Source: an optimization exercise on an open RTL-to-GDS flow (aim: small area and a short achievable clock period). Production flows keep margins and buffers that such runs may drop.
In this exercise RTL edits were held to simulation tests only and were not proved equivalent to the original.
Power and IR drop assume default switching activity.

--- design.v ---
package typedef_collection;
  localparam int unsigned REGSIZE = 8;
  typedef logic [REGSIZE-1:0] DEFAULT_TYPE;
  typedef enum logic [1:0] {
    MEMORY_STAY  = 2'b00,
    MEMORY_READ  = 2'b01,
    MEMORY_WRITE = 2'b10
  } MEMORY_FLAG_TYPE;
  typedef enum logic {
    CLEAR = 1'b0,
    READY = 1'b1
  } MEMORY_STATE_TYPE;
endpackage
module memory_array
#(
  parameter int unsigned DEPTH = 256,
  parameter int unsigned AW    = 8
) (
  input  logic                   CLOCK,
  input  logic [1:0]             we,
  input  logic [2*AW-1:0]        waddr,
  input  logic [15:0]            wdata,
  input  logic [AW-1:0]          raddr,
  output logic [7:0]             rdata
);
  logic [7:0] mem [DEPTH];
  always_ff @(posedge CLOCK) begin
    if (we[1]) mem[waddr[2*AW-1:AW]] <= wdata[15:8];
    if (we[0]) mem[waddr[AW-1:0]]    <= wdata[7:0];
  end
  assign rdata = mem[raddr];
endmodule
module memory_responder
#(
  parameter int unsigned MEM_DEPTH      = 256,
  parameter logic [7:0]  IO_OUT_ADDR    = 8'hFF,
  parameter bit          CLEAR_ON_RESET = 1'b1
) (
  input  logic            CLOCK,
  input  logic            RESET,
  input  logic [1:0]      ctrl_bus,
  input  logic [7:0]      addr_bus,
  input  logic [7:0]      write_bus,
  output logic [7:0]      read_bus,
  input  logic            load_valid,
  input  logic [7:0]      load_addr,
  input  logic [7:0]      load_data,
  output logic            mem_ready,
  output logic [7:0]      io_out,
  output logic [7:0]      write_count
);
  localparam int unsigned AW = (MEM_DEPTH > 1) ? $clog2(MEM_DEPTH) : 1;
  logic                    state;
  logic [AW-1:0]           clear_ptr;
  logic [AW-1:0]           cpu_idx_c;
  logic [AW-1:0]           load_idx_c;
  logic                    load_we_c;
  logic                    cpu_we_c;
  logic                    clear_we_c;
  logic [1:0]              we_c;
  logic [2*AW-1:0]         waddr_c;
  logic [15:0]             wdata_c;
  logic [7:0]              rdata_c;
  logic [31:0]             cpu_mod_c;
  logic [31:0]             load_mod_c;
  assign cpu_mod_c  = {24'd0, addr_bus}  % MEM_DEPTH;
  assign load_mod_c = {24'd0, load_addr} % MEM_DEPTH;
  always_comb begin
    cpu_idx_c  = cpu_mod_c[AW-1:0];
    load_idx_c = load_mod_c[AW-1:0];
    load_we_c  = !RESET && (state == typedef_collection::READY) && load_valid;
    cpu_we_c   = !RESET && (state == typedef_collection::READY) &&
                 (ctrl_bus == typedef_collection::MEMORY_WRITE) &&
                 !(load_valid && (load_idx_c == cpu_idx_c));
    clear_we_c = !RESET && (state == typedef_collection::CLEAR);
    we_c       = {clear_we_c | cpu_we_c, load_we_c};
    waddr_c[2*AW-1:AW] = clear_we_c ? clear_ptr : cpu_idx_c;
    wdata_c[15:8]      = clear_we_c ? 8'h00 : write_bus;
    waddr_c[AW-1:0]    = load_idx_c;
    wdata_c[7:0]       = load_data;
  end
  memory_array #(
    .DEPTH (MEM_DEPTH),
    .AW    (AW)
  ) u_array (
    .CLOCK (CLOCK),
    .we    (we_c),
    .waddr (waddr_c),
    .wdata (wdata_c),
    .raddr (cpu_idx_c),
    .rdata (rdata_c)
  );
  always_ff @(posedge CLOCK) begin
    if (RESET) begin
      state       <= CLEAR_ON_RESET ? typedef_collection::CLEAR : typedef_collection::READY;
      clear_ptr   <= '0;
      read_bus    <= '0;
      io_out      <= '0;
      write_count <= '0;
      mem_ready   <= 1'b0;
    end else begin
      case (state)
        typedef_collection::CLEAR: begin
          if (clear_ptr == AW'(MEM_DEPTH - 1)) begin
            state     <= typedef_collection::READY;
            mem_ready <= 1'b1;
            clear_ptr <= '0;
          end else begin
            clear_ptr <= clear_ptr + AW'(1);
          end
        end
        typedef_collection::READY: begin
          mem_ready <= 1'b1;
          if (ctrl_bus == typedef_collection::MEMORY_READ) read_bus <= rdata_c;
          if (cpu_we_c) begin
            if (write_count != 8'hFF) write_count <= write_count + 8'd1;
            if (addr_bus == IO_OUT_ADDR) io_out <= write_bus;
          end
        end
        default: state <= typedef_collection::CLEAR;
      endcase
    end
  end
endmodule
--- run.sh ---
#!/bin/bash
# synth_recipe.tcl (not shown) runs the flow's synth.tcl, then flattens the netlist and writes it again
# the make line also repeats each setting of config.mk as NAME=value (left out here)
make -C /OpenROAD-flow-scripts/flow DESIGN_CONFIG=/design/flow/config.mk WORK_HOME=/design/flow/orfs CLKGATE_MAP_FILE= SYNTH_SCRIPT=/design/flow/synth_recipe.tcl finish
--- config.mk ---
export PLATFORM = sky130hd
export DESIGN_NAME = memory_responder
export DESIGN_NICKNAME = memory_responder
export VERILOG_FILES = /design/flow/design.v
export SDC_FILE = /design/flow/constraint.sdc
export NUM_CORES = 4
export LEC_CHECK = 0
export CAP_MARGIN = 20
export CORE_MARGIN = 2
export CORE_UTILIZATION = 30
export SLEW_MARGIN = 20
--- constraint.sdc ---
create_clock -name core_clock -period 4.0 [get_ports {CLOCK}]
set_input_delay 0.8000 -clock core_clock [delete_from_list [all_inputs] [get_ports {CLOCK}]]
set_output_delay 0.8000 -clock core_clock [all_outputs]
set_load 0.01 [all_outputs]
==> impl_metrics.yaml <==
yosys:
  synth_enable_flop_cells: 2048
  post_synth_main_area_contributors: "sky130_fd_sc_hd__edfxtp_1 59%, sky130_fd_sc_hd__o21ai_0 10%, sky130_fd_sc_hd__nand2_1 8.1%"
  synthFlopType: "sky130_fd_sc_hd__edfxtp_1"
  synth.ff_latch_count: 2082
  synth.distinct_cells: 74
  yosys.cell_count.top_type: "sky130_fd_sc_hd__nand2_1"
  ys_top_cells_by_count: "2253 x sky130_fd_sc_hd__nand2_1, 2105 x sky130_fd_sc_hd__o21ai_0, 2048 x sky130_fd_sc_hd__edfxtp_1"
  synthDominantAreaCellType: "sky130_fd_sc_hd__edfxtp_1"
  yosys_warnings: 2
  synth_largest_type_area_fraction_pct: 58.5
  synth-async-reset-ratio_pct: 0
  synthesis.instances: 9486
  postSynthNetCount: 9525
  synthesis.area_um2: 105000
  yosysSeqAreaShare_pct: 59.2
  synthesis.area_per_instance_um2: 11.1
finish:
  post_layout_nonfiller_instances: 14463
  area_growth_syn_to_layout_pct: 16.9
  post_route_cells_drive_above_1_share_pct: 16.8
  fin_nets: 9710
global_routing:
  largest_net_degree_at_the_start_of_global_routing: 75
  grt.total_usage_pct: 21.3
  grt_antenna_before_repair: 15
  wire_length_of_the_first_global_routing_pass_um: 556000
  first_global_vias: 74438
  global_route.overflow_total: 0
cts:
  worst_skew_late_latency_ns: 0.90
  post_cts_resized: 0
  clk_pin_slew_ns: 0.06
  cts.path.max_buffers: 3
  total_number_of_clock_tree_sinks: 2082
  tritoncts: "done"
  cts-htree-levels: 4
  cts_setup_buffers: 0
  cts_buffers: 217
  number_of_buffers_added_to_fix_hold_violations_after_cts: 0
  clock_tree.root_cell: "sky130_fd_sc_hd__clkbuf_16"
timing:
  timing.final.crit_period_ns: 3.57
  period_share_pct: 89.1
  timing_worst_slew_pin_value_ns: 1.22
  whs_ns: 0.448
  achievable-frequency_ghz: 0.280
  final-setup-viol-count: 0
  slew_viol_final: 0
  setup_slack_ns: 0.435
  timing.clock.skew_ns: 0.0570
  grt_setup_unrepaired: "false"
  final-hold-violation-count: 0
  slew_headroom_pct: 17.6
drt:
  dr.first_iter.drc_count: 11827
  routed_wl_um: 390000
  dr.max_layer_used: "met5"
  detailedRoute.firstPassIterationCount: 6
  routed_via_density: 5.59
  routedLengthMet1_um: 149000
  routed-via-count: 80791
  routed-wl-met3_um: 46000
  detailroute.wirelength.met2_um: 173000
  detail_route.drc_violations: 0
  post_drt_wl_per_cell_um: 27.0
  ant_nets: 0
worst_setup_path:
  endpoint_kind: "flop"
  timing.critical_path.slowest_stage_cell: "sky130_fd_sc_hd__nor4_2"
  worstPathArrival_ns: 4.39
  critical_path.max_stage_delay_ns: 0.74
  critPathMaxFanout: 35
  path_common_cell: "sky130_fd_sc_hd__buf_4"
  crit_type: "in -> reg"
  startpoint_type: "primary input"
  crit_chain: "buf_4, buf_12, inv_4, nor2_2, a211oi_1, buf_4, o21ai_0, buf_4, a21oi_1, buf_4, nor4_2, a211o_1"
  crit_required_ns: 4.82
power_and_ir_drop:
  power_per_cell_area_nw_per_um2: 393
  ir_worst_vdd_mv: 0.533
  power.static_leakage_nw: 39.2
place:
  gp_congestion: 0.959
  detailedPlace.worstSlack_ns: -0.224
  post-place-cells: 14051
  port_buffers: 61
  hpwl_um: 258000
job:
  drv_cap: 0
floorplanning:
  std_cell_rows: 217
  design.core.area_um2: 349000
  chipWidth_um: 596
  io_pins: 62
  initial_core_util_pct: 30.1
  die_h_um: 596
  die_area_um2: 355000
worst_hold_path:
  timing.hold.worst.class: "reg -> reg"
outcome:
  outcome: "timing/DRC/antenna clean"
-- where the power goes --
part | switching, mW | total [mW] | internal [mW]
combinational | 2.87 | 4.24 | 1.36
clock | 8.92 | 20.0 | 11.1
sequential | 0.0138 | 24.0 | 24.0
-- through the flow --
step	total power, mW	utilization, %	TNS (ns)	cell area [µm²]
after floorplan	26.6	-	0	105000
after global placement	28.5	33.2	-63.22	116000
after detailed placement	28.6	33.2	-67.43	116000
after CTS	48.2	35.2	0	123000
after global routing	49.2	35.2	0	123000
final	48.2	35.2	0	123000
-- worst paths after layout --
check | start | end | slack, ns | cells past startpoint
worst min-delay path | mem_ready | mem_ready | 0.45 | 2
worst max-delay path | addr_bus[2] | read_bus[5] | 0.43 | 12
worst max register to register | state | u_array.mem[137][2] | 0.51 | 9
worst min register to register | mem_ready | mem_ready | 0.45 | 2
-- critical path, delay by kind of cell --
kind,cells,cell delay (ns)
AND/OR/NAND/NOR,2,1.41
AO/OA/AOI/OAI,4,0.53
buffers and inverters,6,1.56
-- cells by family after synthesis --
logic type	Yosys count	synth area share, %
muxes	750	10.9
buffers and inverters	1076	4.87
AOI/OAI and AO/OA	2825	14.8
DFF	2082	59.2
and+or+nand+nor	2732	10.1
adders and majority gates	2	0.0238
xor gates and xnor gates	19	0.158
-- flip-flops by register name, summed over array words and instances (netlist names) --
name and count:
read_bus 8, write_count 8, state 1, clear_ptr 8, mem_ready 1, io_out 8, u_array.mem 2048
-- metal layers --
layer  up-vias  track usage [%]
li1      35324                -
met2      5511             32.5
met1     39021             28.4
met5         -                0
met4        12             10.9
met3       923             4.92
-- layout by cell type (no fill, tap or decap), types with 54 or more instances in the layout --
cell and n:
sky130_fd_sc_hd__a211oi_1 57, sky130_fd_sc_hd__a21oi_1 70, sky130_fd_sc_hd__buf_12 160, sky130_fd_sc_hd__buf_4 812, sky130_fd_sc_hd__clkbuf_1 54, sky130_fd_sc_hd__clkbuf_16 220, sky130_fd_sc_hd__edfxtp_1 2048, sky130_fd_sc_hd__mux2i_1 431
sky130_fd_sc_hd__mux4_2 312, sky130_fd_sc_hd__nand2_1 2231, sky130_fd_sc_hd__nor2_1 337, sky130_fd_sc_hd__o21ai_0 2105, sky130_fd_sc_hd__o22ai_1 372
-- layout make-up --
class                           instances  area (µm²)
Fill cell                           33739      226000
Sequential cell                      2082       62200
Multi-Input combinational cell       6328       38000
Timing Repair Buffer                 1032        9940
Clock buffer                          279        5780
Tap cell                             4599        5750
Clock inverter                        121        1060
Inverter                               10        45.0
Antenna cell                           12        30.0

-- re-timing with driven ports --
In the flow no input, the clock included, has a driving cell. The finished layout below was timed again as built, in two steps. Step 1 assumes that a clkbuf_16 drives the clock port and a buf_2 every other input. Step 2 adds t to the input delays and takes it off the output delays; t is the mean of the earliest and latest rising clock arrival at the registers after step 1. Input paths then give back, and output paths get back, about the clock's delay inside the block. a / b / c = ideal / step 1 / step 2; a / b = the first two.
t (ns): 0.974
setup slack, ns: 0.435 / 0.506 / -0.467
hold slack, ns: 0.448 / 0.401 / 0.448
worst data-port slew with drivers (ns): 0.35
With both steps, setup timing fails in this run, where it was met with ideal ports. The setup slack of this run moves by +0.071 ns with the drivers and by -0.902 ns with both steps.
